Context: an optimization exercise on an open-source flow, tuned for small area and a short achievable clock period. The choices shown serve that exercise and are no tape-out recipe. In this exercise RTL edits were held to simulation tests only and were not proved equivalent to the original. Power figures rest on the tool's default switching activity, not on a simulated workload.

`config.mk`:
```
export PLATFORM = sky130hd
export DESIGN_NAME = fir_filter
export DESIGN_NICKNAME = fir_filter
export VERILOG_FILES = /design/flow/design.v
export SDC_FILE = /design/flow/constraint.sdc
export NUM_CORES = 4
export LEC_CHECK = 0
export CAP_MARGIN = 20
export CORE_MARGIN = 2
export CORE_UTILIZATION = 55
export CTS_BUF_LIST = sky130_fd_sc_hd__clkbuf_16
export CTS_CLUSTER_DIAMETER = 80
export CTS_CLUSTER_SIZE = 24
export SETUP_SLACK_MARGIN = 3.75
export SLEW_MARGIN = 20
```
`constraint.sdc`:
```
create_clock -name core_clock -period 6.0 [get_ports {clk}]
set_input_delay 1.2000 -clock core_clock [delete_from_list [all_inputs] [get_ports {clk}]]
set_output_delay 1.2000 -clock core_clock [all_outputs]
set_load 0.01 [all_outputs]
```
`design.v`:
```
module fir_filter (
   input  logic               clk,
   input  logic               rst,
   input  logic signed [15:0] inp,
   output logic signed [39:0] outp
);
   localparam logic [23:0] G_RESET = 24'hFF8000;    
   localparam logic [23:0] G_CONST = 24'hEF0001;
   logic signed [15:0] line [15];
   logic        [23:0] ysum;        
   logic        [16:0] dsum;        
   logic signed [16:0] d;
   logic        [23:0] gs, gc;
   logic        [23:0] ys, yc;
   logic signed [23:0] y;
   logic        [3:0]  cnt;     
   logic               v12;     
   logic        [23:0] xo, do16, nlo, gk;
   logic        [23:0] gs1, gc1, gs2, gc2, gs3, gc3;
   logic        [23:0] ys1, yc1, ys2, yc2, ys3, yc3;
   always_comb begin
      xo   = {8'd0, ~inp[15], inp[14:0]};                      
      do16 = {3'd0, ~d[16], d[15:0], 4'd0};                    
      nlo  = {8'd0, line[14][15], ~line[14][14:0]};           
      gk   = G_CONST;
      gs1 = gs ^ gc ^ do16;
      gc1 = ((gs & gc) | (gs & do16) | (gc & do16)) << 1;
      gs2 = gs1 ^ gc1 ^ nlo;
      gc2 = (((gs1 & gc1) | (gs1 & nlo) | (gc1 & nlo)) << 1) | (gk & 24'd1);
      gs3 = gs2 ^ gc2 ^ (xo | (gk & ~24'd1)) ;
      gc3 = ((gs2 & gc2) | (gs2 & (xo | (gk & ~24'd1))) | (gc2 & (xo | (gk & ~24'd1)))) << 1;
      ys1 = ys ^ yc ^ gs;
      yc1 = ((ys & yc) | (ys & gs) | (yc & gs)) << 1;
      ys2 = ys1 ^ yc1 ^ gc;
      yc2 = ((ys1 & yc1) | (ys1 & gc) | (yc1 & gc)) << 1;
      ys3 = ys2 ^ yc2 ^ xo;
      yc3 = ((ys2 & yc2) | (ys2 & xo) | (yc2 & xo)) << 1;
   end
   always_ff @(posedge clk) begin
      line[0] <= inp;
      for (int k = 1; k < 13; k++) line[k] <= line[k-1];
      if (rst) begin
         line[13] <= 16'sd0;
         line[14] <= 16'sd0;
         d        <= 17'sd0;
         gs       <= G_RESET;
         gc       <= 24'd0;
         ys       <= 24'd0;
         yc       <= 24'd0;
         y        <= 24'sd0;
         cnt      <= 4'd0;
         v12      <= 1'b0;
      end else begin
         line[13] <= v12 ? line[12] : 16'sd0;
         line[14] <= line[13];
         d        <= dsum;
         gs       <= gs3;
         gc       <= gc3;
         ys       <= ys3;
         yc       <= yc3;
         y        <= ysum;
         if (cnt != 4'd15) cnt <= cnt + 4'd1;
         v12      <= (cnt >= 4'd12);
      end
   end
   add_pp #(.W(24)) u_ysum (.a(ys), .b(yc), .ci(1'b0), .s(ysum));
   add_pp #(.W(17)) u_dsum (.a({line[14][15], line[14]}), .b(~{line[13][15], line[13]}), .ci(1'b1), .s(dsum));
   assign outp = 40'(y);
endmodule
module add_pp #(
   parameter int W = 24
) (
   input  logic [W-1:0] a,
   input  logic [W-1:0] b,
   input  logic         ci,
   output logic [W-1:0] s
);
   localparam int L = (W > 16) ? 5 : (W > 8) ? 4 : (W > 4) ? 3 : 2;    
   logic [W-1:0] p, g;
   logic [W-1:0] gp [L+1];
   logic [W-1:0] pp [L+1];
   always_comb begin
      p = a ^ b;
      g = a & b;
      gp[0] = g;
      pp[0] = p;
      gp[0][0] = g[0] | (p[0] & ci);
      for (int l = 0; l < L; l++) begin
         gp[l+1] = gp[l];
         pp[l+1] = pp[l];
         for (int i = 0; i < W; i++) begin
            if (((i >> l) & 1) == 1) begin
               gp[l+1][i] = gp[l][i] | (pp[l][i] & gp[l][((i >> l) << l) - 1]);
               pp[l+1][i] = pp[l][i] & pp[l][((i >> l) << l) - 1];
            end
         end
      end
      s[0] = p[0] ^ ci;
      for (int i = 1; i < W; i++) s[i] = p[i] ^ gp[L][i-1];
   end
endmodule
```
`flow/run.sh`:
```
#!/bin/bash
# The standard layout with three changes:
#  - the netlist from the standard synthesis gets an inverter-removal pass
#    (flow/polarity.py) and has the full adders on carry-propagate paths split
#    into faster gates (flow/faconv.py), and its two carry-propagate adders
#    rebuilt as parallel-prefix adders (flow/cparebuild.py) before
#    floorplanning; registers and
#    ports are untouched, and the result is kept only if Yosys proves it
#    equivalent to the standard netlist
#  - the ports get plain buffers (buf_2) instead of delay cells
#  - timing repair may resize cells across footprints
set -e
R=orfs/results/sky130hd/fir_filter/base
VARS=(MATCH_CELL_FOOTPRINT=0 "BUFFER_PORTS_ARGS=-buffer_cell sky130_fd_sc_hd__buf_2")
bash standard.sh "${VARS[@]}" synth > synth.log 2>&1
cp $R/1_2_yosys.v before.v
python3 flow/polarity.py before.v pol.v 20000 > polarity.log 2>&1
python3 flow/faconv.py pol.v fa.v >> polarity.log 2>&1
python3 flow/cparebuild.py fa.v after.v >> polarity.log 2>&1
# internal nets of the two netlists must not pair by name: the pass flips some
sed -E 's/\b(_[0-9]{4}_)/\1g/g; s/\b(_pol[0-9]{4}_)/\1g/g; s/\\(dsum|ysum)\[/\\\1g[/g' after.v > after_renamed.v
sed "s#LIBFILE#$FLOW_HOME/platforms/sky130hd/lib/sky130_fd_sc_hd__tt_025C_1v80.lib#" flow/eq.ys > eq.ys
YOSYS=$(command -v yosys || echo /OpenROAD-flow-scripts/tools/install/yosys/bin/yosys)
if "$YOSYS" -q -l eq.log eq.ys > eq_stdout.log 2>&1; then
  echo "equivalence proven, using the pass" >> polarity.log
  cp after.v $R/1_2_yosys.v
  rm -f $R/1_synth.odb $R/1_synth.sdc
else
  echo "equivalence NOT proven, keeping the standard netlist" >> polarity.log
fi
bash standard.sh "${VARS[@]}" finish > standard.log 2>&1
```
`flow/cparebuild.py`:
```
#!/usr/bin/env python3
"""Rebuild the two carry-propagate adders of fir_filter as Sklansky adders.

The output register y takes ys + yc and the register d takes
line[14] - line[13] (17 bits, sign-extended), both cleared by rst.  Synthesis
maps these adders with slow complex gates; this pass removes the logic cone
between those registers (cells used only by the cone) and puts in its place a
parallel-prefix adder built from xor2 / and2 / a21o cells, followed by the
reset gate.  Registers, ports and all other logic are untouched; the result is
checked for equivalence by the flow before it is used.

usage: cparebuild.py IN.v OUT.v
"""
import re
import sys
from collections import defaultdict
sys.path.insert(0, __import__('os').path.dirname(__file__))
from polarity import parse, P, OUTPINS

src, dst = sys.argv[1], sys.argv[2]
head, decls, cells = parse(open(src).read())

driver = {}
loads = defaultdict(list)
for ci, c in enumerate(cells):
    for p, n in c['pins']:
        n = n.strip()
        if p in OUTPINS:
            driver[n] = ci
        else:
            loads[n].append(ci)

flop = {}   # (name, index) -> cell index
for ci, c in enumerate(cells):
    if c['type'].startswith(P + 'dfxtp'):
        m = re.match(r'\\(\w+)((?:\[\d+\])+)\$', c['name'].strip())
        if m:
            idx = tuple(int(x) for x in re.findall(r'\d+', m.group(2)))
            flop[(m.group(1),) + idx] = ci


def fpin(key, pin):
    return dict((p, n.strip()) for p, n in cells[flop[key]]['pins'])[pin]


new_cells = []
new_wires = []
cnt = [0]


def gate(typ, ins, outpin):
    n = '_cpa%04d_' % cnt[0]
    new_wires.append(n)
    new_cells.append({'type': P + typ, 'name': '_cpag%04d_' % cnt[0],
                      'pins': ins + [(outpin, n)]})
    cnt[0] += 1
    return n


def adder2(a, b, binv, ci):
    W = len(a)
    p, g = [], []
    for i in range(W):
        if b[i] is None:
            p.append(a[i]); g.append(None)
        elif binv:
            p.append(gate('xnor2_1', [('A', a[i]), ('B', b[i])], 'Y'))
            g.append(gate('nor2b_1', [('A', b[i]), ('B_N', a[i])], 'Y'))
        else:
            # half adder: p = a ^ b, g = a & b
            pn, gn = '_cpa%04d_' % cnt[0], '_cpa%04d_' % (cnt[0] + 1)
            new_wires.extend([pn, gn])
            new_cells.append({'type': P + 'ha_1', 'name': '_cpag%04d_' % cnt[0],
                              'pins': [('A', a[i]), ('B', b[i]), ('COUT', gn), ('SUM', pn)]})
            cnt[0] += 2
            p.append(pn)
            g.append(gn)
    G, Pp = list(g), list(p)
    if ci:
        if b[0] is None:
            raise SystemExit('carry-in with constant b0 not handled')
        G[0] = gate('nand2b_1', [('A_N', a[0]), ('B', b[0])], 'Y') if binv else \
            gate('or2_1', [('A', a[0]), ('B', b[0])], 'X')
    L = 0
    while (1 << L) < W:
        L += 1
    # which (level, bit) propagate terms are needed: P[l][j] for low blocks is
    # never needed (only G of the low block); P of the high block is needed
    for l in range(L):
        NG, NP = list(G), list(Pp)
        for i in range(W):
            if (i >> l) & 1:
                j = ((i >> l) << l) - 1
                gh, ph, glo = G[i], Pp[i], G[j]
                if glo is None:
                    NG[i] = gh
                elif gh is None:
                    NG[i] = gate('and2_1', [('A', ph), ('B', glo)], 'X')
                else:
                    NG[i] = gate('a21o_1', [('A1', ph), ('A2', glo), ('B1', gh)], 'X')
                # group propagate needed only if bit i merges again later as a
                # high block, i.e. some higher level l2 has bit l2 of i set
                if any((i >> l2) & 1 for l2 in range(l + 1, L)):
                    NP[i] = gate('and2_1', [('A', ph), ('B', Pp[j])], 'X')
                else:
                    NP[i] = None
        G, Pp = NG, NP
    sums = []
    for i in range(W):
        if i == 0:
            sums.append(gate('inv_1', [('A', p[0])], 'Y') if ci else p[0])
        elif G[i - 1] is None:
            sums.append(p[i])
        else:
            sums.append(gate('xor2_1', [('A', p[i]), ('B', G[i - 1])], 'X'))
    return sums


rst = 'rst'
targets = []
# y = ys + yc
ya = [fpin(('ys', i), 'Q') for i in range(24)]
yb = [fpin(('yc', i), 'Q') if ('yc', i) in flop else None for i in range(24)]
yd = [fpin(('y', i), 'D') for i in range(24)]
# d = line[14] - line[13], 17 bits
da = [fpin(('line', 14, min(i, 15)), 'Q') for i in range(17)]
db = [fpin(('line', 13, min(i, 15)), 'Q') for i in range(17)]
dd = [fpin(('d', i), 'D') for i in range(17)]

# cone between the target D nets and the source Q nets / ports
stop = set(ya) | set(x for x in yb if x) | set(da) | set(db) | {rst}
cone = set()
stack = [driver[n] for n in yd + dd]
while stack:
    ci = stack.pop()
    if ci in cone or cells[ci]['type'].startswith(P + 'dfxtp'):
        continue
    cone.add(ci)
    for p, n in cells[ci]['pins']:
        n = n.strip()
        if p not in OUTPINS and n not in stop and n in driver:
            stack.append(driver[n])
# keep cone cells that also feed logic outside the cone
targets_d = set(yd + dd)
changed = True
while changed:
    changed = False
    for ci in list(cone):
        for p, n in cells[ci]['pins']:
            n = n.strip()
            if p in OUTPINS:
                if any(l not in cone for l in loads[n]) and n not in targets_d:
                    cone.discard(ci)
                    changed = True
                    break
sys.stderr.write('cparebuild: removing %d cells\n' % len(cone))

ysum = adder2(ya, yb, False, 0)
dsum = adder2(da, db, True, 1)
# reset gates drive the original D nets
for s, dn in list(zip(ysum, yd)) + list(zip(dsum, dd)):
    new_cells.append({'type': P + 'nor2b_1', 'name': '_cpag%04d_' % cnt[0],
                      'pins': [('A', rst), ('B_N', s), ('Y', dn)]})
    cnt[0] += 1

out = [c for ci, c in enumerate(cells) if ci not in cone] + new_cells
sys.stderr.write('cparebuild: adding %d cells\n' % len(new_cells))
lines = [head.rstrip('\n')] + [d for d in decls if d.strip()] + ['  wire %s;' % w for w in new_wires]
for c in out:
    lines.append('  %s %s (' % (c['type'], c['name']))
    lines.append(',\n'.join('    .%s(%s)' % (p, n + ' ' if n.startswith('\\') else n) for p, n in c['pins']))
    lines.append('  );')
lines.append('endmodule')
open(dst, 'w').write('\n'.join(lines) + '\n')
```
`flow/eq.ys`:
```
# Equivalence of the netlist before and after flow/polarity.py, registers paired by name.
read_liberty -ignore_miss_func -overwrite -setattr liberty_cell LIBFILE
read_verilog before.v
rename fir_filter gold
read_verilog after_renamed.v
rename fir_filter gate
hierarchy -check
flatten
opt_clean
equiv_make gold gate eq
hierarchy -top eq
equiv_simple -seq 1
equiv_induct
equiv_status -assert
```
`flow/faconv.py`:
```
#!/usr/bin/env python3
"""Split the full adders of carry-propagate adders into discrete gates.

A full adder with two inputs straight from flip-flops or ports and the third
from logic (a carry) sits on the carry path of a
carry-propagate adder.  The sky130 full-adder cell is slow from that input,
so each such cell becomes ha(a, b) -> (p, g), sum = xor2(p, c) and
carry = a21o(p, c, g), which compute the same two outputs.

usage: faconv.py IN.v OUT.v
"""
import sys
sys.path.insert(0, __import__('os').path.dirname(__file__))
from polarity import parse, P, OUTPINS

src, dst = sys.argv[1], sys.argv[2]
head, decls, cells = parse(open(src).read())
driver = {}
for ci, c in enumerate(cells):
    for p, n in c['pins']:
        if p in OUTPINS:
            driver[n.strip()] = ci


def base_type(n):
    seen = 0
    while n in driver and cells[driver[n]]['type'] == P + 'inv_1' and seen < 10:
        n = dict(cells[driver[n]]['pins'])['A'].strip()
        seen += 1
    if n not in driver:
        return 'port'
    return cells[driver[n]]['type'][len(P):]


out = []
new_wires = []
k = 0
for c in cells:
    if c['type'].startswith(P + 'fa_'):
        pins = dict((p, n.strip()) for p, n in c['pins'])
        kinds = [base_type(pins[x]) for x in ('A', 'B', 'CIN')]
        seq = [t.startswith('dfxtp') or t == 'port' for t in kinds]
        if sum(seq) == 2:
            ci = [x for x, s in zip(('A', 'B', 'CIN'), seq) if not s][0]
            ab = [pins[x] for x, s in zip(('A', 'B', 'CIN'), seq) if s]
            cn = pins[ci]
            pn, gn = '_fap%03d_' % k, '_fag%03d_' % k
            new_wires += [pn, gn]
            nm = c['name'].strip()
            out.append({'type': P + 'ha_1', 'name': '%s_h' % nm.lstrip('\\'),
                        'pins': [('A', ab[0]), ('B', ab[1]), ('COUT', gn), ('SUM', pn)]})
            if 'SUM' in pins:
                out.append({'type': P + 'xor2_1', 'name': '%s_s' % nm.lstrip('\\'),
                            'pins': [('A', pn), ('B', cn), ('X', pins['SUM'])]})
            if 'COUT' in pins:
                out.append({'type': P + 'a21o_1', 'name': '%s_c' % nm.lstrip('\\'),
                            'pins': [('A1', pn), ('A2', cn), ('B1', gn), ('X', pins['COUT'])]})
            k += 1
            continue
    out.append(c)
sys.stderr.write('faconv: %d full adders split\n' % k)
lines = [head.rstrip('\n')] + [d for d in decls if d.strip()] + ['  wire %s;' % w for w in new_wires]
for c in out:
    lines.append('  %s %s (' % (c['type'], c['name']))
    lines.append(',\n'.join('    .%s(%s)' % (p, n + ' ' if n.startswith('\\') else n) for p, n in c['pins']))
    lines.append('  );')
lines.append('endmodule')
open(dst, 'w').write('\n'.join(lines) + '\n')
```
`flow/polarity.py`:
```
#!/usr/bin/env python3
"""Inverter removal for a flat sky130hd gate netlist written by Yosys.

Full adders are self-dual: fa(~a, ~b, ~c) = (~sum, ~cout).  Synthesis leaves
many inverters between full adders (and between flip-flops and full adders)
because it chose the adders' polarity locally.  This pass chooses, for every
full adder, whether it computes the true or the complemented signals, so as to
need as few inverters as possible.  Two-input AND-of-literal gates (nor2,
nor2b, and2) are re-typed to take whichever polarity of an input is at hand.
Every other cell input, every flip-flop and every port keeps its exact logic
value, so the netlist stays equivalent to the input, register for register.

usage: polarity.py IN.v OUT.v
"""
import re
import sys
from collections import defaultdict

P = 'sky130_fd_sc_hd__'
OUTPINS = {'X', 'Y', 'Q', 'SUM', 'COUT', 'HI', 'LO'}
AREA = {'inv_1': 3.7536, 'nor2_1': 3.7536, 'nor2b_1': 6.256, 'and2_1': 6.256}


def parse(text):
    m = re.search(r'^module .*?;\n', text, re.M | re.S)
    head_end = m.end()
    body = text[head_end:]
    decl_lines = []
    cells = []
    pos = 0
    inst_re = re.compile(r'\s*(\S+)\s+(\S+|\\\S+ )\s*\((.*?)\);\n', re.S)
    lines = body.split('\n')
    # declarations: lines starting with input/output/wire; instances after
    i = 0
    while i < len(lines) and re.match(r'\s*(input|output|wire|inout)\b', lines[i]) or (i < len(lines) and lines[i].strip() == ''):
        decl_lines.append(lines[i])
        i += 1
    rest = '\n'.join(lines[i:])
    endm = rest.rindex('endmodule')
    inst_text = rest[:endm]
    for m in re.finditer(r'(\S+)\s+(\\\S+ |\S+)\s*\((.*?)\);', inst_text, re.S):
        typ, name, conns = m.group(1), m.group(2), m.group(3)
        pins = []
        for pm in re.finditer(r'\.(\w+)\(((?:\\\S+ |[^()])*)\)', conns):
            pins.append((pm.group(1), pm.group(2).strip()))
        cells.append({'type': typ, 'name': name, 'pins': pins})
    leftover = re.sub(r'(\S+)\s+(\\\S+ |\S+)\s*\((.*?)\);', '', inst_text, flags=re.S).strip()
    if leftover:
        raise SystemExit('unparsed netlist text: ' + leftover[:200])
    return text[:head_end], decl_lines, cells


def key(net):
    return net.strip()


def main():
    src, dst = sys.argv[1], sys.argv[2]
    text = open(src).read()
    head, decls, cells = parse(text)

    driver = {}
    loads = defaultdict(list)
    for ci, c in enumerate(cells):
        for p, n in c['pins']:
            if p in OUTPINS:
                driver[key(n)] = (ci, p)
            else:
                loads[key(n)].append((ci, p))

    def is_inv(ci):
        return cells[ci]['type'] == P + 'inv_1'

    def pin(ci, name):
        for p, n in cells[ci]['pins']:
            if p == name:
                return key(n)
        return None

    # base signal and inversion of every net
    base = {}

    def resolve(n):
        if n in base:
            return base[n]
        d = driver.get(n)
        if d is not None and is_inv(d[0]):
            b, v = resolve(pin(d[0], 'A'))
            base[n] = (b, v ^ 1)
        else:
            base[n] = (n, 0)
        return base[n]

    fas = [ci for ci, c in enumerate(cells) if c['type'].startswith(P + 'fa_')]
    fa_index = {ci: k for k, ci in enumerate(fas)}
    andlits = {P + 'nor2_1': {'A': 1, 'B': 1}, P + 'nor2b_1': {'A': 1, 'B_N': 0},
               P + 'and2_1': {'A': 0, 'B': 0}}

    # every non-inverter load pin: (cell, pin, base signal, needed inversion)
    uses = []
    for ci, c in enumerate(cells):
        if is_inv(ci):
            continue
        for p, n in c['pins']:
            if p in OUTPINS:
                continue
            k = key(n)
            if k in ('', "1'b0", "1'b1") or k.startswith("1'"):
                uses.append((ci, p, None, 0))
                continue
            b, v = resolve(k)
            if c['type'] in andlits:
                # literal polarity inside the AND: needed value = signal ^ (pin is inverting)
                v = v ^ andlits[c['type']][p]
            uses.append((ci, p, b, v))
    # output ports read nets directly: inverters that drive ports must stay
    port_nets = set()
    for dl in decls:
        m = re.match(r'\s*output\s+(\[(\d+):(\d+)\]\s+)?(\S+);', dl)
        if m:
            if m.group(1):
                for i in range(int(m.group(3)), int(m.group(2)) + 1):
                    port_nets.add('%s[%d]' % (m.group(4), i))
            else:
                port_nets.add(m.group(4))
    for pn in port_nets:
        if pn in driver:
            b, v = resolve(pn)
            uses.append((None, pn, b, v))

    flip = [0] * len(fas)

    def phys(b):
        d = driver.get(b)
        if d is not None and d[0] in fa_index:
            return flip[fa_index[d[0]]]
        return 0

    def cost():
        need = set()
        area = 0.0
        groups = defaultdict(list)
        for ci, p, b, v in uses:
            if b is None:
                continue
            if ci is not None and ci in fa_index:
                v ^= flip[fa_index[ci]]
            if ci is not None and cells[ci]['type'] in andlits:
                groups[ci].append((p, b, v))
                continue
            if v != phys(b):
                need.add(b)
        for ci, lits in groups.items():
            # choose per literal the polarity at hand; count the cell area
            npos = 0
            for p, b, v in lits:
                # literal wants value sig^v ... v is the required inversion of
                # the base signal inside the AND; 1 means the AND uses ~base
                have = phys(b)
                # if the physical net is the complement of base, the literal
                # ~base is available uninverted
                lit_neg = v ^ have  # 1: gate pin must invert its input
                npos += (lit_neg == 0)
            area += {0: AREA['nor2_1'], 1: AREA['nor2b_1'], 2: AREA['and2_1']}[npos]
        return len(need) * AREA['inv_1'] + area

    import random
    rng = random.Random(1)
    start = cost()

    def greedy():
        best = cost()
        improved = True
        while improved:
            improved = False
            for k in range(len(fas)):
                flip[k] ^= 1
                c = cost()
                if c < best - 1e-9:
                    best = c
                    improved = True
                else:
                    flip[k] ^= 1
        return best

    best = greedy()
    best_flip = list(flip)
    # annealing from the greedy result
    cur = best
    T = 4.0
    for it in range(int(sys.argv[3]) if len(sys.argv) > 3 else 20000):
        k = rng.randrange(len(fas))
        flip[k] ^= 1
        c = cost()
        if c <= cur or rng.random() < pow(2.718, (cur - c) / T):
            cur = c
            if c < best - 1e-9:
                best = c
                best_flip = list(flip)
        else:
            flip[k] ^= 1
        T = max(0.05, T * 0.9997)
    flip[:] = best_flip
    best = greedy()
    sys.stderr.write('polarity: cost %.1f -> %.1f um2 (%d of %d full adders flipped)\n'
                     % (start, best, sum(flip), len(fas)))

    # rebuild the netlist
    inv_net = {}
    new_wires = []
    new_cells = []

    def inverted(b):
        if b not in inv_net:
            n = '_pol%04d_' % len(inv_net)
            inv_net[b] = n
            new_wires.append(n)
            new_cells.append({'type': P + 'inv_1', 'name': '_polinv%04d_' % (len(inv_net) - 1),
                              'pins': [('A', b), ('Y', n)]})
        return inv_net[b]

    def netfor(b, v):
        return b if v == phys(b) else inverted(b)

    use_of = {}
    for ci, p, b, v in uses:
        use_of[(ci, p)] = (b, v)
    out_cells = []
    keep_inv = set()
    # inverters driving output ports directly are kept only if still needed
    for ci, c in enumerate(cells):
        if is_inv(ci):
            continue
        nc = {'type': c['type'], 'name': c['name'], 'pins': []}
        if c['type'] in andlits:
            lits = []
            for p, n in c['pins']:
                if p in OUTPINS:
                    continue
                b, v = use_of[(ci, p)]
                lits.append((b, v))
            outnet = [n for p, n in c['pins'] if p in OUTPINS][0]
            pos = []
            neg = []
            for b, v in lits:
                if b is None:
                    raise SystemExit('constant on AND gate')
                if v ^ phys(b):
                    neg.append(b)
                else:
                    pos.append(b)
            if len(pos) == 0:
                nc['type'] = P + 'nor2_1'
                nc['pins'] = [('A', neg[0]), ('B', neg[1]), ('Y', outnet)]
            elif len(pos) == 1:
                nc['type'] = P + 'nor2b_1'
                nc['pins'] = [('A', neg[0]), ('B_N', pos[0]), ('Y', outnet)]
            else:
                nc['type'] = P + 'and2_1'
                nc['pins'] = [('A', pos[0]), ('B', pos[1]), ('X', outnet)]
            out_cells.append(nc)
            continue
        for p, n in c['pins']:
            if p in OUTPINS or (ci, p) not in use_of or use_of[(ci, p)][0] is None:
                nc['pins'].append((p, n))
                continue
            b, v = use_of[(ci, p)]
            if ci in fa_index:
                v ^= flip[fa_index[ci]]
            nc['pins'].append((p, netfor(b, v)))
        out_cells.append(nc)
    # output ports: drive each port net with the right polarity
    for pn in sorted(port_nets):
        d = driver.get(pn)
        if d is None:
            continue
        if is_inv(d[0]):
            b, v = base[pn]
            src_net = netfor(b, v ^ 1)
            # port net must carry base^v: invert a net carrying base^(v^1)
            out_cells.append({'type': P + 'inv_1', 'name': cells[d[0]]['name'],
                              'pins': [('A', src_net), ('Y', pn)]})
        else:
            b, v = base[pn]
            if v != 0 or phys(b) != 0:
                raise SystemExit('port %s driven by a flipped cell' % pn)
    out_cells += new_cells

    lines = [head.rstrip('\n')]
    lines += [d for d in decls if d.strip()]
    for w in new_wires:
        lines.append('  wire %s;' % w)
    for c in out_cells:
        lines.append('  %s %s (' % (c['type'], c['name']))
        lines.append(',\n'.join('    .%s(%s)' % (p, n + ' ' if n.startswith('\\') else n) for p, n in c['pins']))
        lines.append('  );')
    lines.append('endmodule')
    open(dst, 'w').write('\n'.join(lines) + '\n')
    n_inv_before = sum(1 for c in cells if c['type'] == P + 'inv_1')
    n_inv_after = sum(1 for c in out_cells if c['type'] == P + 'inv_1')
    sys.stderr.write('polarity: inverters %d -> %d\n' % (n_inv_before, n_inv_after))


if __name__ == '__main__':
    main()
```
`standard.sh`:
```
#!/bin/bash
# synth_recipe.tcl (not shown) runs the flow's synth.tcl, then flattens the netlist and writes it again
# the make line also repeats each setting of config.mk as NAME=value (left out here)
make -C /OpenROAD-flow-scripts/flow DESIGN_CONFIG=/design/flow/config.mk WORK_HOME=/design/flow/orfs CLKGATE_MAP_FILE= SYNTH_SCRIPT=/design/flow/synth_recipe.tcl "${@:-finish}"
```
==> results.cfg, run 1 <==
[outcome]
status = no timing/DRC/antenna violations

[clocking]
h-tree-depth = 1
ctsLongestPathBuffers = 3
cts_tree = yes
cts_sinks = 380
numCtsBuffers = 20
clock_latency_ps = 530
path_clk_slew_ps = 90
cts_root_buf = clkbuf_16

[place]
dp_cells = 1332
gp_congestion = 0.722
dp_hpwl_microns = 13500
io_buffers = 57

[floorplan]
ios = 58
die_w_microns = 160
dieArea_sq_mm = 0.0255
fp.dieH_microns = 160
placementRows = 56
core_region_area_sq_mm = 0.0236
start_util_pct = 56.4

[synthesis]
syn_inst = 990
netlist_area_sq_mm = 0.0133
syn-num-nets = 1168
yosys_warnings = 8
postSynthAreaPerCell_sq_um = 13.4

[worst_setup_path]
path_delay_family = flip-flops
required_ps = 4800
crit_chain = buf_2
critPathSlowestCell = dfxtp_4
ff2ff_setup_slack_ps = 3850
slowest_delay_ps = 420
cp_max_fo = 17
cp_num_buf_inv = 1
startpoint_type = register
crit_arrival_ps = 1100
critPathCaptureType = primary output
path_class = reg -> out

[sta]
fin_skew_ps = 27.7
slew_violations = 0
max_freq_mhz = 434
worstMarginPinSlew_ps = 623
fin_crit_ps = 2300
rsz0062_at_grt = yes
tns_ps = 0
relSlewSlack_pct = 58.4
hold_viol = 0
holdWs_ps = 325
fin_crit_sh_pct = 38.4
setup_viol = 0

[routing]
routed_wl_microns = 19300
routedWlPerCell_microns = 14.2
postRouteAntennaNets = 0
first_pass_iters = 4
vias = 6221
viasPerCell = 4.58
remaining_drc_errors = 0
drt_first_iter_violations = 248

[final_layout]
final_cells = 1357
syn2layout_area_growth_pct = 8.75
drive_gt1_share_pct = 9.54
fillers = 1909
diodes = 0
num-nets-final = 1214

[pwr]
powerDensity_mw_per_mm2 = 491
leakagePower_uw = 0.00669
ir_drop_mv = 0.280

[global_route]
grt_pass1_wl_microns = 32700
grt_max_degree = 84
grt-ovfl-total = 0
grt_antenna_before_repair = 1
grtUsageTotal_pct = 15.9
grt_pass1_vias = 6440

[run]
drv_cap = 0

[hold_path]
min_path_type = reg -> reg
## worst paths after layout
path,start,end,cells past startpoint
worst min-delay path,line[9][3],line[10][3],0
worst max-delay path,y[23],outp[30],1
worst min register to register,line[9][3],line[10][3],0
worst max register to register,d[11],gs[15],4
## cells in the final DEF, fill, tap and decap left out, drive strengths merged
| cell type | n |
|---|---|
| dfxtp | 380 |
| nor2b | 149 |
| fa | 104 |
| a21o | 79 |
| and2 | 59 |
| buf | 59 |
| ha | 56 |
| xor2 | 40 |
| inv | 33 |
| xnor2 | 23 |
| clkbuf | 21 |
| nor2 | 14 |
| nand2b | 8 |
| nand3 | 2 |
| nor3 | 2 |
| nand2 | 2 |
| or2 | 2 |
| nor3b | 1 |
| a31oi | 1 |
| mux2i | 1 |
| clkinv | 1 |
| clkinvlp | 1 |
## final cells by class
cell class,count,area (sq um),area share (%)
flip-flops and latches,380,7620,52.6
multi-input cells,543,5460,37.7
repair buffers,59,310,2.14
clock inverters,3,41.3,0.285
well taps,319,399,2.76
clock buffers,21,526,3.63
inverters,32,120,0.830
## through the flow
| stage | area [sq um] | setup WS [ps] | utilization [%] | power [uW] |
|---|---|---|---|---|
| floorplan | 13300 | 3870 | - | 5170 |
| global placement | 13800 | 3010 | 58.5 | 5720 |
| detailed placement | 13800 | 2990 | 58.5 | 5770 |
| CTS | 14400 | 3610 | 61.0 | 7220 |
| global route | 14500 | 3630 | 61.3 | 7810 |
| finish | 14500 | 3700 | 61.3 | 7100 |
## routing by layer
metal | track usage, % | up-vias | wire length, microns
met5 | 0 | - | 0
met3 | 2.55 | 25 | 586
met1 | 23.5 | 2981 | 9910
met4 | 3.64 | 0 | 433
li1 | - | 3157 | -
met2 | 24.8 | 58 | 8380
## power by group
| group | total (uW) | leakage [uW] | switching (uW) | internal [uW] |
|---|---|---|---|---|
| clock | 1410 | 0.000276 | 769 | 638 |
| sequential | 3210 | 0.00317 | 275 | 2940 |
| combinational | 2490 | 0.00325 | 1140 | 1350 |
## what timing repair did
item / CTS / global route
buffers inserted: 1 / 0
pin swaps: 1 / 2
hold buffers: 0 / 0
gates resized for setup: 8 / 12
setup endpoints to repair: 118 / 101
## sequential cells by signal, summed over array words and instances, names as in the netlist
register and count:
cnt 4, yc 23, y 24, gc 23
ys 24, line 240, gs 24, v12 1
d 17
==> run 2, diff against run 1 <==
--- a/flow/cparebuild.py
+++ b/flow/cparebuild.py
@@ -67,14 +67,8 @@
             p.append(gate('xnor2_1', [('A', a[i]), ('B', b[i])], 'Y'))
             g.append(gate('nor2b_1', [('A', b[i]), ('B_N', a[i])], 'Y'))
         else:
-            # half adder: p = a ^ b, g = a & b
-            pn, gn = '_cpa%04d_' % cnt[0], '_cpa%04d_' % (cnt[0] + 1)
-            new_wires.extend([pn, gn])
-            new_cells.append({'type': P + 'ha_1', 'name': '_cpag%04d_' % cnt[0],
-                              'pins': [('A', a[i]), ('B', b[i]), ('COUT', gn), ('SUM', pn)]})
-            cnt[0] += 2
-            p.append(pn)
-            g.append(gn)
+            p.append(gate('xor2_1', [('A', a[i]), ('B', b[i])], 'X'))
+            g.append(gate('and2_1', [('A', a[i]), ('B', b[i])], 'X'))
     G, Pp = list(g), list(p)
     if ci:
         if b[0] is None:
==> results.cfg, run 2 <==
[final_layout]
final_cell_mix = 377 x dfxtp_1, 148 x nor2b_1, 104 x fa_1
syn2layout_area_growth_pct = 8.74
drive_gt1_share_pct = 8.76
top_register = line
num-nets-final = 1212
largest_register_ffs = 240
final_util_pct = 60.3
fillers = 2028
layout_commonest_cell = dfxtp_1

[floorplan]
start_util_pct = 55.4
fp.dieH_microns = 160
ios = 58
core_region_area_sq_mm = 0.0241
die_w_microns = 160
placementRows = 57
dieArea_sq_mm = 0.0256

[sta]
tns_ps = 0
slew_violations = 0
hold_viol = 0
setup_viol = 0
fin_skew_ps = 22.1
rsz0062_at_grt = yes
fin_crit_sh_pct = 38.1
relSlewSlack_pct = 53.1
worstMarginPinSlew_ps = 701
max_freq_mhz = 438
fin_crit_ps = 2290

[synthesis]
netlist_area_sq_mm = 0.0134
yosys_warnings = 8
syn-num-nets = 1167
postSynthAreaPerCell_sq_um = 13.2
syn_inst = 1012

[worst_setup_path]
path_delay_family = flip-flops
cp_max_fo = 17
path_class = reg -> out
crit_chain = buf_2
slowest_delay_ps = 410
startpoint_type = register
startpoint = y[23]
crit_arrival_ps = 1090
critPathSlowestCell = dfxtp_4
critPathCaptureType = primary output
crit-reg2reg-launch = d[11]
required_ps = 4800
cp_num_buf_inv = 1

[pwr]
powerDensity_mw_per_mm2 = 493
ir_drop_mv = 0.314
leakagePower_uw = 0.00672

[global_route]
grt_pass1_vias = 6619
grt-ovfl-total = 0
grt_pass1_wl_microns = 33200
grt_max_degree = 101
grtUsageTotal_pct = 16.1
grt_antenna_before_repair = 0

[clocking]
cts_tree = yes
ctsLongestPathBuffers = 3
cts_sinks = 380
cts_setup_buffers = 0
cts_hold_buf = 0
path_clk_slew_ps = 100
h-tree-depth = 1
cts_root_buf = clkbuf_16
numCtsBuffers = 20
clock_latency_ps = 520

[place]
io_buffers = 57
dp_hpwl_microns = 13500
gp_congestion = 0.732

[routing]
wl_met1_microns = 9870
remaining_drc_errors = 0
viasPerCell = 4.52
met3WireLength_microns = 494
routed_wl_microns = 19100
drt_first_iter_violations = 274
first_pass_iters = 4
vias = 6266
top_layer_used = met4
wl_met2_microns = 8330
postRouteAntennaNets = 0
routedWlPerCell_microns = 13.8

[hold_path]
hold_start = line[6][3]
min_path_type = reg -> reg

[outcome]
status = no timing/DRC/antenna violations

[run]
drv_cap = 0
## run 2: changes by cell type in the layout (fill, tap and decap cells not counted), sizes merged
cell | before | now
ha | 56 | 33
inv | 33 | 34
bufinv | 0 | 2
and2 | 59 | 81
buf | 59 | 58
xor2 | 40 | 63
diode | 0 | 1
## run 2: worst paths after layout
path                end  slack, ps  cells past startpoint
max reg2reg      gs[15]       3860                      4
max            outp[29]       3710                      1
min          line[7][3]        310                      0
min reg2reg  line[7][3]        310                      0
## run 2: stage by stage
step	power, uW	std cells	instance area [sq um]	worst slack [ps]	hold WS [ps]
CTS	7320	1386	14500	3680	314
global placement	5730	1359	13900	3060	310
finish	7170	1387	14500	3710	309
global route	7870	1386	14500	3660	311
detailed placement	5770	1359	13900	2990	312
floorplan	5190	1012	13400	3870	310
## run 2: where the power goes
group	switching (uW)	leakage [uW]	internal, uW
combinational	1130	0.00325	1330
clock	774	0.000305	722
sequential	282	0.00317	2930
total	2190	0.00672	4980
## run 2: area by class of cell
cell class / count / area, sq um / area share, %
flip-flops and latches: 380 / 7610 / 52.4
clock inverters: 6 / 91.3 / 0.628
clock buffers: 21 / 526 / 3.62
diodes: 1 / 2.50 / 0.0172
multi-input cells: 565 / 5470 / 37.6
repair buffers: 58 / 309 / 2.13
inverters: 32 / 120 / 0.826
well taps: 324 / 405 / 2.79
## run 2: routing by layer
| layer | vias up | track usage (%) |
|---|---|---|
| met5 | - | 0 |
| li1 | 3216 | - |
| met4 | 0 | 4.26 |
| met3 | 33 | 2.16 |
| met1 | 2961 | 23.5 |
| met2 | 56 | 25.4 |
## run 2: repair_timing
item | 4_1_cts | 5_1_grt
endpoints found under the setup margin | 118 | 52
pin swaps | 0 | 1
resized for setup | 7 | 7
==> run 3, diff against run 2 <==
--- a/design.v
+++ b/design.v
@@ -13,6 +13,8 @@
    logic        [23:0] gs, gc;
    logic        [23:0] ys, yc;
    logic signed [23:0] y;
+   logic               ysg;     
+   logic        [23:0] c23;     
    logic        [3:0]  cnt;     
    logic               v12;     
    logic        [23:0] xo, do16, nlo, gk;
@@ -48,6 +50,7 @@
          ys       <= 24'd0;
          yc       <= 24'd0;
          y        <= 24'sd0;
+         ysg      <= 1'b0;
          cnt      <= 4'd0;
          v12      <= 1'b0;
       end else begin
@@ -59,13 +62,15 @@
          ys       <= ys3;
          yc       <= yc3;
          y        <= ysum;
+         ysg      <= ys[23] ^ yc[23] ^ c23[23];
          if (cnt != 4'd15) cnt <= cnt + 4'd1;
          v12      <= (cnt >= 4'd12);
       end
    end
    add_pp #(.W(24)) u_ysum (.a(ys), .b(yc), .ci(1'b0), .s(ysum));
    add_pp #(.W(17)) u_dsum (.a({line[14][15], line[14]}), .b(~{line[13][15], line[13]}), .ci(1'b1), .s(dsum));
-   assign outp = 40'(y);
+   assign c23  = {1'b0, ys[22:0]} + {1'b0, yc[22:0]};
+   assign outp = {{8{ysg}}, {9{y[23]}}, y[22:0]};
 endmodule
 module add_pp #(
    parameter int W = 24
--- a/flow/run.sh
+++ b/flow/run.sh
@@ -18,7 +18,7 @@
 python3 flow/faconv.py pol.v fa.v >> polarity.log 2>&1
 python3 flow/cparebuild.py fa.v after.v >> polarity.log 2>&1
 # internal nets of the two netlists must not pair by name: the pass flips some
-sed -E 's/\b(_[0-9]{4}_)/\1g/g; s/\b(_pol[0-9]{4}_)/\1g/g; s/\\(dsum|ysum)\[/\\\1g[/g' after.v > after_renamed.v
+sed -E 's/\b(_[0-9]{4}_)/\1g/g; s/\b(_pol[0-9]{4}_)/\1g/g; s/\\(dsum|ysum|c23)\[/\\\1g[/g' after.v > after_renamed.v
 sed "s#LIBFILE#$FLOW_HOME/platforms/sky130hd/lib/sky130_fd_sc_hd__tt_025C_1v80.lib#" flow/eq.ys > eq.ys
 YOSYS=$(command -v yosys || echo /OpenROAD-flow-scripts/tools/install/yosys/bin/yosys)
 if "$YOSYS" -q -l eq.log eq.ys > eq_stdout.log 2>&1; then
--- a/flow/cparebuild.py
+++ b/flow/cparebuild.py
@@ -2,7 +2,8 @@
 """Rebuild the two carry-propagate adders of fir_filter as Sklansky adders.
 
 The output register y takes ys + yc and the register d takes
-line[14] - line[13] (17 bits, sign-extended), both cleared by rst.  Synthesis
+line[14] - line[13] (17 bits, sign-extended), both cleared by rst.  The
+register ysg, a second copy of y[23], gets the same sum bit as y[23].  Synthesis
 maps these adders with slow complex gates; this pass removes the logic cone
 between those registers (cells used only by the cone) and puts in its place a
 parallel-prefix adder built from xor2 / and2 / a21o cells, followed by the
@@ -33,7 +34,7 @@
 flop = {}   # (name, index) -> cell index
 for ci, c in enumerate(cells):
     if c['type'].startswith(P + 'dfxtp'):
-        m = re.match(r'\\(\w+)((?:\[\d+\])+)\$', c['name'].strip())
+        m = re.match(r'\\(\w+)((?:\[\d+\])*)\$', c['name'].strip())
         if m:
             idx = tuple(int(x) for x in re.findall(r'\d+', m.group(2)))
             flop[(m.group(1),) + idx] = ci
@@ -120,11 +121,13 @@
 da = [fpin(('line', 14, min(i, 15)), 'Q') for i in range(17)]
 db = [fpin(('line', 13, min(i, 15)), 'Q') for i in range(17)]
 dd = [fpin(('d', i), 'D') for i in range(17)]
+# ysg, if the design has it, is a second copy of y[23]
+sg = [fpin(('ysg',), 'D')] if ('ysg',) in flop else []
 
 # cone between the target D nets and the source Q nets / ports
 stop = set(ya) | set(x for x in yb if x) | set(da) | set(db) | {rst}
 cone = set()
-stack = [driver[n] for n in yd + dd]
+stack = [driver[n] for n in yd + dd + sg]
 while stack:
     ci = stack.pop()
     if ci in cone or cells[ci]['type'].startswith(P + 'dfxtp'):
@@ -135,7 +138,7 @@
         if p not in OUTPINS and n not in stop and n in driver:
             stack.append(driver[n])
 # keep cone cells that also feed logic outside the cone
-targets_d = set(yd + dd)
+targets_d = set(yd + dd + sg)
 changed = True
 while changed:
     changed = False
@@ -152,7 +155,7 @@
 ysum = adder2(ya, yb, False, 0)
 dsum = adder2(da, db, True, 1)
 # reset gates drive the original D nets
-for s, dn in list(zip(ysum, yd)) + list(zip(dsum, dd)):
+for s, dn in list(zip(ysum, yd)) + list(zip(dsum, dd)) + [(ysum[23], n) for n in sg]:
     new_cells.append({'type': P + 'nor2b_1', 'name': '_cpag%04d_' % cnt[0],
                       'pins': [('A', rst), ('B_N', s), ('Y', dn)]})
     cnt[0] += 1
==> results.cfg, run 3 <==
[outcome]
status = no timing/DRC/antenna violations

[pwr]
pwr-share-comb_pct = 34.9
leakagePower_uw = 0.00672
swShare_pct = 30.9
finalPower_uw = 7150
ir_drop_mv = 0.285
powerDensity_mw_per_mm2 = 490
p_switching_uw = 2210
p_int_uw = 4940
clockPowerShare_pct = 19.8
pwr-share-seq_pct = 45.3

[worst_setup_path]
cp_num_buf_inv = 1
path_class = reg -> out
startpoint_type = register
crit_chain = buf_6
slowest_delay_ps = 430
cp_max_fo = 8
required_ps = 4800
path_delay_family = flip-flops
critPathSlowestCell = dfxtp_4
critPathCaptureType = primary output
crit_arrival_ps = 1080

[final_layout]
largest_register_ffs = 240
top_register = line
drive_gt1_share_pct = 9.22
layout_commonest_cell = dfxtp_1
diodes = 0
final_cell_mix = 376 x dfxtp_1, 149 x nor2b_1, 104 x fa_1
final_area_sq_mm = 0.0146
syn2layout_area_growth_pct = 8.90
num-nets-final = 1216

[global_route]
grtUsageTotal_pct = 16.1
grt_max_degree = 87
grt_pass1_wl_microns = 33200
grt_pass1_vias = 6619
grt_antenna_before_repair = 0
grt-ovfl-total = 0

[sta]
worstMarginPinSlew_ps = 794
fin_crit_ps = 2280
max_freq_mhz = 438
relSlewSlack_pct = 47.1
hold_viol = 0
rsz0062_at_grt = yes
fin_crit_sh_pct = 38.0
fin_skew_ps = 13.9
tns_ps = 0
slew_violations = 0
setup_viol = 0

[clocking]
cts_root_buf = clkbuf_16
path_clk_slew_ps = 100
clock_latency_ps = 520
cts_tree = yes
ctsLongestPathBuffers = 3
h-tree-depth = 1
cts_sinks = 381
numCtsBuffers = 20

[floorplan]
dieArea_sq_mm = 0.0256
start_util_pct = 55.6
placementRows = 57
fp.dieH_microns = 160
core_region_area_sq_mm = 0.0241
die_w_microns = 160
ios = 58

[synthesis]
syn_inst = 1015
netlist_area_sq_mm = 0.0134
syn-num-nets = 1170
yosys_warnings = 8
postSynthAreaPerCell_sq_um = 13.2

[run]
drv_cap = 0

[place]
dp_hpwl_microns = 13500
gp_congestion = 0.766
io_buffers = 57
dpl-instance-area_sq_mm = 0.0139

[routing]
first_pass_iters = 4
routedWlPerCell_microns = 13.8
vias = 6279
viasPerCell = 4.53
routed_wl_microns = 19200
remaining_drc_errors = 0
postRouteAntennaNets = 0
drt_first_iter_violations = 249

[hold_path]
min_path_type = reg -> reg
-- run 3: final timing paths --
path	to	from	slack [ps]	cells after the start
worst min-delay path	line[1][6]	line[0][6]	320	0
worst min register to register	line[1][6]	line[0][6]	320	0
worst max register to register	ysg	ys[3]	3840	8
worst max-delay path	outp[35]	ysg	3720	1
-- run 3: metal layers --
layer | up-vias | routed length, microns | share of wire (%) | track usage (%)
li1 | 3206 | - | - | -
met1 | 2986 | 9860 | 51 | 23.7
met2 | 59 | 8370 | 44 | 25.3
met3 | 28 | 539 | 2.8 | 2.55
met4 | 0 | 435 | 2.3 | 3.93
met5 | - | 0 | 0 | 0
-- run 3: power groups by stage --
stage          Combinational (uW)  Sequential, uW  Clock [uW]
3_3_place_gp                 2450            3290           0
4_1_cts                      2550            3250        1480
6_report                     2500            3240        1420
3_5_place_dp                 2480            3290           0
2_1_floorplan                1920            3270           0
5_1_grt                      2970            3310        1570
-- run 3: per-stage QoR --
| stage | instances | hold WS, ps | setup slack, ps | utilization [%] |
|---|---|---|---|---|
| after floorplan | 1015 | 310 | 3800 | - |
| after global placement | 1361 | 309 | 2970 | 57.7 |
| after detailed placement | 1361 | 312 | 2990 | 57.7 |
| after CTS | 1385 | 317 | 3700 | 60.3 |
| after global routing | 1387 | 314 | 3670 | 60.5 |
| final | 1387 | 320 | 3720 | 60.5 |
-- run 3: cell type report --
class	count	area (sq um)
fill	2003	9520
sequential	381	7640
multi-input combinational	566	5490
clock buffer	21	526
tap	324	405
timing repair buffer	60	368
inverter	32	120
clock inverter	3	36.3
-- run 3: repair_timing --
action,in CTS,in global routing
endpoints found under the setup margin,119,103
pin swaps,0,1
buffers inserted,0,2
gates resized for setup,17,10
hold buffers,0,0
==> run 4, diff against run 3 <==
--- a/config.mk
+++ b/config.mk
@@ -11,5 +11,5 @@
 export CTS_BUF_LIST = sky130_fd_sc_hd__clkbuf_16
 export CTS_CLUSTER_DIAMETER = 80
 export CTS_CLUSTER_SIZE = 24
-export SETUP_SLACK_MARGIN = 3.75
+export SETUP_SLACK_MARGIN = 3.95
 export SLEW_MARGIN = 20
==> results.cfg, run 4 <==
[sta]
setup_slack_ps = 3770
fin_crit_ps = 2230
tns_ps = 0
max_freq_mhz = 448
rsz0062_at_grt = yes
setup_viol = 0
relSlewSlack_pct = 51.8
hold_viol = 0
slew_violations = 0
fin_skew_ps = 35.5
worstMarginPinSlew_ps = 719
fin_crit_sh_pct = 37.2

[floorplan]
die_w_microns = 160
fp.dieH_microns = 160
ios = 58
start_util_pct = 55.6
core_region_area_sq_mm = 0.0241
placementRows = 57
dieArea_sq_mm = 0.0256

[final_layout]
final_cell_mix = 317 x dfxtp_1, 149 x nor2b_1, 91 x fa_1
syn2layout_area_growth_pct = 11.5
regArea_sq_mm = 0.00772
layout_commonest_cell = dfxtp_1
multi_input_area_sq_mm = 0.00564
num-nets-final = 1226
largest_register_ffs = 240
final_cells = 1398
fillers = 1999
drive_gt1_share_pct = 18.3
diodes = 0
top_register = line

[clocking]
ctsLongestPathBuffers = 3
path_clk_slew_ps = 90
cts_sinks = 381
h-tree-depth = 1
clock_latency_ps = 530
cts_tree = yes
numCtsBuffers = 20
cts_root_buf = clkbuf_16

[worst_setup_path]
cp_max_fo = 9
slowest_delay_ps = 390
path_class = reg -> out
path_delay_family = flip-flops
crit_chain = buf_2
crit_arrival_ps = 1030
cp_num_buf_inv = 1
startpoint_type = register
required_ps = 4800
critPathSlowestCell = dfxtp_4
critPathCaptureType = primary output

[pwr]
clockPowerShare_pct = 19.9
ir_drop_mv = 0.344
p_int_uw = 5080
powerDensity_mw_per_mm2 = 489
leakagePower_uw = 0.00680
swShare_pct = 30.4
pwr-share-comb_pct = 34.8
p_switching_uw = 2210
pwr-share-seq_pct = 45.3

[routing]
routed_wl_microns = 19500
routedWlPerCell_microns = 13.9
remaining_drc_errors = 0
vias = 6302
first_pass_iters = 4
drt_first_iter_violations = 266
postRouteAntennaNets = 0
viasPerCell = 4.51

[synthesis]
postSynthAreaPerCell_sq_um = 13.2
syn-num-nets = 1170
yosys_warnings = 8
syn_inst = 1015
netlist_area_sq_mm = 0.0134

[place]
dp_cells = 1362
dp_slack_ps = 3380
dp_hpwl_microns = 13600
gp_congestion = 0.703
io_buffers = 57

[outcome]
status = no timing/DRC/antenna violations

[global_route]
grt-ovfl-total = 0
grtUsageTotal_pct = 16.0
grt_pass1_vias = 6480
grt_pass1_wl_microns = 33000
grt_antenna_before_repair = 0
grt_max_degree = 64

[run]
drv_cap = 0

[hold_path]
min_path_type = reg -> reg
run 4: path summary, 6_finish.rpt:
path	from	endpoint	slack [ps]	cells past startpoint
worst min register to register	line[3][5]	line[4][5]	320	0
worst max register to register	ys[3]	ys[3]	3860	5
worst min-delay path	line[3][5]	line[4][5]	320	0
worst max-delay path	y[23]	outp[30]	3770	1
run 4: layout make-up:
cell class,instances,share of cell area [%]
Inverter,32,0.805
Tap cell,324,2.72
Multi-Input combinational cell,566,37.8
Clock buffer,21,3.52
Timing Repair Buffer,70,3.06
Sequential cell,381,51.7
Clock inverter,4,0.402
run 4: repair_timing:
| action | CTS | global route |
|---|---|---|
| buffers inserted | 5 | 6 |
| hold buffers | 0 | 0 |
| hold endpoints to repair | 0 | 0 |
| gates resized for setup | 43 | 78 |
| setup endpoints to repair | 74 | 88 |
| pin swaps | 9 | 19 |
run 4: worst register-to-register path, delay by kind of cell, from the launching register on:
family	cells	cell delay, ps
simple gates	1	110
flops	1	350
buf+inv	1	110
fa+ha+maj	3	1490
run 4: per-stage QoR:
stage / hold slack, ps / cell area (sq um) / total power [uW] / utilization (%)
6_report: 317 / 14900 / 7290 / 61.9
5_1_grt: 319 / 14900 / 7980 / 61.9
4_1_cts: 316 / 14600 / 7310 / 60.8
3_5_place_dp: 312 / 13900 / 5760 / 57.7
3_3_place_gp: 310 / 13900 / 5720 / 57.7
2_1_floorplan: 310 / 13400 / 5200 / -
run 4: layer usage:
| layer | up-vias | GRT usage, % | wire length, microns | share of wire, % |
|---|---|---|---|---|
| li1 | 3228 | - | - | - |
| met1 | 2999 | 23.6 | 9840 | 51 |
| met2 | 53 | 25.3 | 8630 | 44 |
| met3 | 22 | 2.26 | 582 | 3.0 |
| met4 | 0 | 3.81 | 420 | 2.2 |
| met5 | - | 0 | 0 | 0 |
run 4: power by group through the flow:
stage | combinational [uW] | sequential (uW) | clock, uW
after detailed placement | 2450 | 3300 | 0
after floorplan | 1930 | 3270 | 0
after global placement | 2430 | 3300 | 0
after global routing | 3020 | 3370 | 1600
after CTS | 2530 | 3270 | 1510
final | 2540 | 3300 | 1450
==> run 5, diff against run 4 <==
--- a/config.mk
+++ b/config.mk
@@ -11,5 +11,5 @@
 export CTS_BUF_LIST = sky130_fd_sc_hd__clkbuf_16
 export CTS_CLUSTER_DIAMETER = 80
 export CTS_CLUSTER_SIZE = 24
-export SETUP_SLACK_MARGIN = 3.95
+export SETUP_SLACK_MARGIN = 4.05
 export SLEW_MARGIN = 20
==> results.cfg, run 5 <==
[synthesis]
yosys_warnings = 8
postSynthAreaPerCell_sq_um = 13.2
syn_inst = 1015
syn-num-nets = 1170
netlist_area_sq_mm = 0.0134

[pwr]
clockPowerShare_pct = 18.9
p_int_uw = 5160
pwr-share-comb_pct = 36.8
powerDensity_mw_per_mm2 = 496
swShare_pct = 30.9
p_switching_uw = 2300
ir_drop_mv = 0.353
pwr-share-seq_pct = 44.3
leakagePower_uw = 0.00681

[worst_setup_path]
rr_worst_depth = 4
critPathCaptureType = primary output
critPathSlowestCell = dfxtp_4
startpoint_type = register
crit_arrival_ps = 1050
cp_max_fo = 9
path_delay_family = flip-flops
required_ps = 4800
crit_chain = buf_2
path_class = reg -> out
r2r-end = ys[8]
crit-reg2reg-launch = ys[8]
cp_num_buf_inv = 1
ff2ff_setup_slack_ps = 3910
slowest_delay_ps = 390

[clocking]
path_clk_slew_ps = 90
cts_tree = yes
clock_latency_ps = 530
cts_hold_buf = 0
numCtsBuffers = 20
cts_root_buf = clkbuf_16
cts_sinks = 381
h-tree-depth = 1
ctsLongestPathBuffers = 3

[sta]
worstMarginPinSlew_ps = 573
fin_crit_ps = 2250
fin_skew_ps = 17.4
slew_violations = 0
tns_ps = 0
setup_viol = 0
hold_viol = 0
max_freq_mhz = 445
rsz0062_at_grt = yes
relSlewSlack_pct = 61.6
setup_slack_ps = 3750
fin_crit_sh_pct = 37.5

[routing]
remaining_drc_errors = 0
postRouteAntennaNets = 0
drt_first_iter_violations = 257
vias = 6401
routed_wl_microns = 19900
first_pass_iters = 4
routedWlPerCell_microns = 14.2
viasPerCell = 4.58

[run]
drv_cap = 0

[global_route]
grt_pass1_wl_microns = 33800
grt_antenna_before_repair = 2
grt_max_degree = 63
grt_pass1_vias = 6701
grt-ovfl-total = 0
grtUsageTotal_pct = 16.5

[final_layout]
drive_gt1_share_pct = 21.8
final_cell_mix = 306 x dfxtp_1, 139 x nor2b_1, 79 x and2_1
largest_register_ffs = 240
top_register = line
syn2layout_area_growth_pct = 12.4
diodes = 0
num-nets-final = 1225
fillers = 1959
final_util_pct = 62.4
layout_commonest_cell = dfxtp_1

[floorplan]
dieArea_sq_mm = 0.0256
start_util_pct = 55.6
placementRows = 57
ios = 58
core_region_area_sq_mm = 0.0241
die_w_microns = 160
fp.dieH_microns = 160

[hold_path]
min_to = line[6][4]
hold_start = line[5][4]
hold_depth = 0
min_path_type = reg -> reg

[place]
io_buffers = 57
dp_slack_ps = 3370
dp_hpwl_microns = 13700
gp_congestion = 0.744

[outcome]
status = no timing/DRC/antenna violations
[run 5: through the flow]
step	cells	total power, uW	hold WS (ps)	instance area (sq um)
floorplan	1015	5200	310	13400
global placement	1362	5780	309	13900
detailed placement	1362	5810	312	13900
CTS	1393	7430	320	14800
global route	1397	8150	319	15100
finish	1397	7460	321	15100
[run 5: worst max path at each step]
stage | startpoint | end | cells after the start
6_report | y[23] | outp[30] | 1
5_1_grt | y[23] | outp[30] | 1
4_1_cts | y[23] | outp[26] | 1
3_5_place_dp | rst | line[13][10] | 3
3_3_place_gp | rst | line[13][5] | 3
2_1_floorplan | gs[15] | ys[15] | 4
[run 5: timing repair]
| item | CTS | global route |
|---|---|---|
| gates resized for setup | 101 | 69 |
| setup endpoints to repair | 141 | 156 |
| setup buffers | 6 | 4 |
| pin swaps | 24 | 12 |
[run 5: area by class of cell]
type	count	area [sq um]	share of cell area (%)
flip-flops and latches	381	7740	51.4
multi-input cells	566	5750	38.2
clock buffers	21	526	3.49
repair buffers	69	469	3.12
well taps	324	405	2.69
inverters	32	123	0.815
clock inverters	4	36.3	0.241
[run 5: metal layers]
metal | up-vias | global-route usage [%] | part of all wire [%]
met5 | - | 0 | 0
met4 | 0 | 3.89 | 1.6
met3 | 20 | 2.65 | 3.1
met2 | 55 | 26.0 | 45
met1 | 3103 | 24.1 | 50
li1 | 3223 | - | -
[run 5: power by group through the flow]
stage | Combinational (uW) | Clock, uW | Sequential (uW)
detailed placement | 2510 | 0 | 3300
CTS | 2680 | 1470 | 3280
finish | 2740 | 1410 | 3300
floorplan | 1930 | 0 | 3270
global route | 3220 | 1560 | 3370
global placement | 2480 | 0 | 3300
==> run 6, diff against run 5 <==
--- a/config.mk
+++ b/config.mk
@@ -11,5 +11,5 @@
 export CTS_BUF_LIST = sky130_fd_sc_hd__clkbuf_16
 export CTS_CLUSTER_DIAMETER = 80
 export CTS_CLUSTER_SIZE = 24
-export SETUP_SLACK_MARGIN = 4.05
+export SETUP_SLACK_MARGIN = 3.9
 export SLEW_MARGIN = 20
==> results.cfg, run 6 <==
[outcome]
status = no timing/DRC/antenna violations

[clocking]
clock_latency_ps = 530
cts_tree = yes
numCtsBuffers = 20
ctsLongestPathBuffers = 3
cts_root_buf = clkbuf_16
path_clk_slew_ps = 100
cts_sinks = 381
h-tree-depth = 1
cts_hold_buf = 0

[synthesis]
netlist_area_sq_mm = 0.0134
yosys_warnings = 8
postSynthAreaPerCell_sq_um = 13.2
syn_inst = 1015
syn-num-nets = 1170

[floorplan]
core_region_area_sq_mm = 0.0241
dieArea_sq_mm = 0.0256
ios = 58
fp.dieH_microns = 160
placementRows = 57
die_w_microns = 160
start_util_pct = 55.6

[sta]
rsz0062_at_grt = yes
tns_ps = 0
fin_crit_ps = 2240
worstMarginPinSlew_ps = 607
hold_viol = 0
setup_viol = 0
fin_crit_sh_pct = 37.3
holdWs_ps = 312
max_freq_mhz = 447
fin_skew_ps = 25.0
slew_violations = 0
relSlewSlack_pct = 59.4

[final_layout]
drive_gt1_share_pct = 14.6
top_register = line
largest_register_ffs = 240
num-nets-final = 1218
regArea_sq_mm = 0.00769
final_util_pct = 61.2
layout_commonest_cell = dfxtp_1
diodes = 0
final_cell_mix = 338 x dfxtp_1, 147 x nor2b_1, 100 x fa_1
multi_input_area_sq_mm = 0.00560
fillers = 1973
syn2layout_area_growth_pct = 10.2

[global_route]
grt_antenna_before_repair = 2
grt_pass1_wl_microns = 32900
grt_max_degree = 94
use_met2_pct = 24.9
busiest_layer = met2
grt-ovfl-total = 0
grt_pass1_vias = 6585
grtUsageTotal_pct = 15.9
grt_util_met3_pct = 2.60
grt_util_met1_pct = 23.3

[worst_setup_path]
crit_chain = buf_2
path_class = reg -> out
cp_num_buf_inv = 1
cp_max_fo = 8
slowest_delay_ps = 380
required_ps = 4800
crit_arrival_ps = 1040
path_delay_family = flip-flops
critPathCaptureType = primary output
path_depth = 1
rr_worst_depth = 4
startpoint_type = register
critPathSlowestCell = dfxtp_4

[run]
drv_cap = 0

[place]
dp_hpwl_microns = 13300
io_buffers = 57
gp_congestion = 0.719

[routing]
postRouteAntennaNets = 0
first_pass_iters = 4
routed_wl_microns = 19300
remaining_drc_errors = 0
vias = 6334
routedWlPerCell_microns = 13.9
viasPerCell = 4.56
drt_first_iter_violations = 232

[pwr]
powerDensity_mw_per_mm2 = 491
leakagePower_uw = 0.00676
ir_drop_mv = 0.307

[hold_path]
hold_depth = 0
min_path_type = reg -> reg
==> run 6: cell count changes in the layout (fill, tap and decap cells not counted), moves of 7 or more <==
| cell | delta |
|---|---|
| nor2b_1 | +8 |
| buf_6 | -7 |
| dfxtp_2 | -28 |
| nor2b_4 | -9 |
| fa_1 | +30 |
| fa_2 | -30 |
| dfxtp_1 | +32 |
==> run 6: through the flow <==
step           power (uW)  cell area, sq um  setup slack [ps]  cells
3_3_place_gp         5750             13900              3040   1361
5_1_grt              7940             14800              3710   1389
6_report             7240             14800              3760   1389
2_1_floorplan        5190             13400              3890   1015
3_5_place_dp         5780             13900              2990   1361
4_1_cts              7290             14600              3740   1387
==> run 6: layer usage <==
layer  vias up  share of wire (%)
met5         -                  0
met4         0                2.5
met3        32                2.7
met2        52                 44
met1      3048                 51
li1       3202                  -
==> run 6: path summary, 6_finish.rpt <==
| check | slack, ps | start | end |
|---|---|---|---|
| max | 3760 | ysg | outp[37] |
| min | 310 | line[6][3] | line[7][3] |
| max reg2reg | 3860 | d[11] | gs[15] |
| min reg2reg | 310 | line[6][3] | line[7][3] |
==> run 6: report_power, final <==
group          switching (uW)  internal [uW]
clock network             774            639
registers                 311           2970
logic                    1150           1400
==> run 6: area by class of cell <==
cell class                      instances  share of cell area [%]
Clock buffer                           21                    3.56
Clock inverter                          3                   0.220
Inverter                               32                   0.814
Multi-Input combinational cell        566                    37.9
Sequential cell                       381                    52.1
Tap cell                              324                    2.75
Timing Repair Buffer                   62                    2.66
==> run 6: worst reg2reg max path, cell delays in order (launching register included) <==
cell	delay [ps]
dfxtp_2	340
fa_1	550
fa_1	430
fa_1	430
or2_2	270
==> run 6: timing repair <==
item	4_1_cts	5_1_grt
pin swaps	6	7
setup endpoints to repair	159	148
resized for setup	29	60
setup buffers	2	2
==> run 7, diff against run 6 <==
--- a/config.mk
+++ b/config.mk
@@ -7,9 +7,9 @@
 export LEC_CHECK = 0
 export CAP_MARGIN = 20
 export CORE_MARGIN = 2
-export CORE_UTILIZATION = 55
+export CORE_UTILIZATION = 65
 export CTS_BUF_LIST = sky130_fd_sc_hd__clkbuf_16
 export CTS_CLUSTER_DIAMETER = 80
 export CTS_CLUSTER_SIZE = 24
-export SETUP_SLACK_MARGIN = 3.9
+export SETUP_SLACK_MARGIN = 3.85
 export SLEW_MARGIN = 20
==> results.cfg, run 7 <==
[outcome]
status = no timing/DRC/antenna violations

[floorplan]
fp.dieH_microns = 148
start_util_pct = 66.2
ios = 58
dieArea_sq_mm = 0.0218
placementRows = 52
die_w_microns = 148
core_region_area_sq_mm = 0.0202

[place]
dp_slack_ps = 3040
io_buffers = 57
gp_congestion = 0.775
dp_hpwl_microns = 13300

[sta]
fin_skew_ps = 23.0
setup_viol = 0
slew_violations = 0
fin_crit_sh_pct = 37.1
rsz0062_at_grt = yes
relSlewSlack_pct = 50.4
tns_ps = 0
hold_viol = 0
fin_crit_ps = 2230
setup_slack_ps = 3770
max_freq_mhz = 449
worstMarginPinSlew_ps = 740

[run]
drv_cap = 0

[pwr]
finalPower_uw = 7090
ir_drop_mv = 0.403
powerDensity_mw_per_mm2 = 488
leakagePower_uw = 0.00672

[clocking]
cts_tree = yes
ctsLongestPathBuffers = 3
numCtsBuffers = 19
cts_hold_buf = 0
h-tree-depth = 1
cts_root_buf = clkbuf_16
cts_sinks = 381
path_clk_slew_ps = 100
clock_latency_ps = 520

[routing]
first_pass_iters = 4
vias = 6356
drt_first_iter_violations = 226
viasPerCell = 4.77
postRouteAntennaNets = 0
routedWlPerCell_microns = 14.2
remaining_drc_errors = 0
routed_wl_microns = 19000

[global_route]
grt_pass1_wl_microns = 31800
grt_util_met3_pct = 2.65
grt_pass1_vias = 6494
grt_max_degree = 90
use_met2_pct = 29.5
grt_antenna_before_repair = 0
grtUsageTotal_pct = 18.3
grt_util_met1_pct = 26.4
grt-ovfl-total = 0
busiest_layer = met2

[final_layout]
num-nets-final = 1217
final_cell_mix = 361 x dfxtp_1, 148 x nor2b_1, 104 x fa_1
fillers = 1441
regArea_sq_mm = 0.00766
top_register = line
syn2layout_area_growth_pct = 8.45
layout_commonest_cell = dfxtp_1
diodes = 0
drive_gt1_share_pct = 10.7
multi_input_area_sq_mm = 0.00551
largest_register_ffs = 240

[synthesis]
netlist_area_sq_mm = 0.0134
syn_inst = 1015
syn-num-nets = 1170
yosys_warnings = 8
postSynthAreaPerCell_sq_um = 13.2

[worst_setup_path]
startpoint = y[23]
required_ps = 4800
crit_chain = buf_2
crit-reg2reg-launch = gc[15]
startpoint_type = register
crit_arrival_ps = 1030
critPathCaptureType = primary output
critPathSlowestCell = dfxtp_4
slowest_delay_ps = 380
path_class = reg -> out
path_delay_family = flip-flops
cp_num_buf_inv = 1
cp_max_fo = 9

[hold_path]
hold_start = line[10][2]
min_path_type = reg -> reg
run 7: final cells by class:
cell class,instances,share of cell area [%]
clock inverters,3,0.112
flip-flops and latches,381,52.7
repair buffers,62,2.81
clock buffers,19,3.27
well taps,270,2.33
multi-input cells,566,37.9
inverters,32,0.827
run 7: path summary, 6_finish.rpt:
check | to | slack [ps] | cells past startpoint
max | outp[25] | 3770 | 1
max reg2reg | gs[15] | 3820 | 4
min reg2reg | line[11][2] | 320 | 0
min | line[11][2] | 320 | 0
run 7: routing by layer:
layer | up-vias | share of wire, %
met2 | 50 | 46
li1 | 3215 | -
met3 | 29 | 2.6
met1 | 3062 | 50
met5 | - | 0
met4 | 0 | 2.0
run 7: power breakdown:
part	switching (uW)	internal (uW)	leakage [uW]
registers	302	2960	0.00319
logic	1140	1380	0.00329
clock network	729	573	0.000246
run 7: timing repair:
item | in CTS | in global routing
pin swaps | 1 | 9
gates resized for setup | 22 | 28
endpoints found under the setup margin | 111 | 56
buffers inserted | 0 | 4
cloned | 0 | 0
run 7: metrics by stage:
step / hold slack, ps / area, sq um / instances / util (%)
after floorplan: 310 / 13400 / 1015 / -
after global placement: 310 / 13800 / 1307 / 68.4
after detailed placement: 312 / 13800 / 1307 / 68.4
after CTS: 322 / 14400 / 1329 / 71.2
after global routing: 331 / 14500 / 1333 / 71.8
final: 324 / 14500 / 1333 / 71.8

re-timing with driven ports:
The flow's constraints put no driver on any port. The routed layouts listed below were extracted and timed again, unchanged, in two steps.
Step 1 sets driving cells, clkbuf_16 on the clock port and buf_2 on the other inputs (assumed; they add their load-dependent delay and slew).
Step 2 times the ports against the registers' clock, not the clock port: input delays grow and output delays shrink by t, the midpoint of the rising clock arrivals with the driver on.
Three values: ideal, step 1, step 2; two values: the first two.
run | shift t [ns] | setup WS [ns] | clock arrival spread, ns
run 1 | 0.560 | 3.698 / 3.652 / 3.411 | 0.029 / 0.029
run 2 | 0.559 | 3.715 / 3.668 / 3.403 | 0.023 / 0.023
run 3 | 0.563 | 3.719 / 3.672 / 3.342 | 0.019 / 0.018
run 4 | 0.556 | 3.768 / 3.721 / 3.561 | 0.036 / 0.036
run 5 | 0.566 | 3.751 / 3.703 / 3.536 | 0.028 / 0.028
run 6 | 0.563 | 3.762 / 3.716 / 3.524 | 0.034 / 0.034
run 7 | 0.555 | 3.771 / 3.726 / 3.418 | 0.025 / 0.025
After both steps setup and hold are still met in every run listed. For run 3, which loses most, drivers alone change the setup slack by -0.047 ns; drivers and shift together by -0.377 ns.
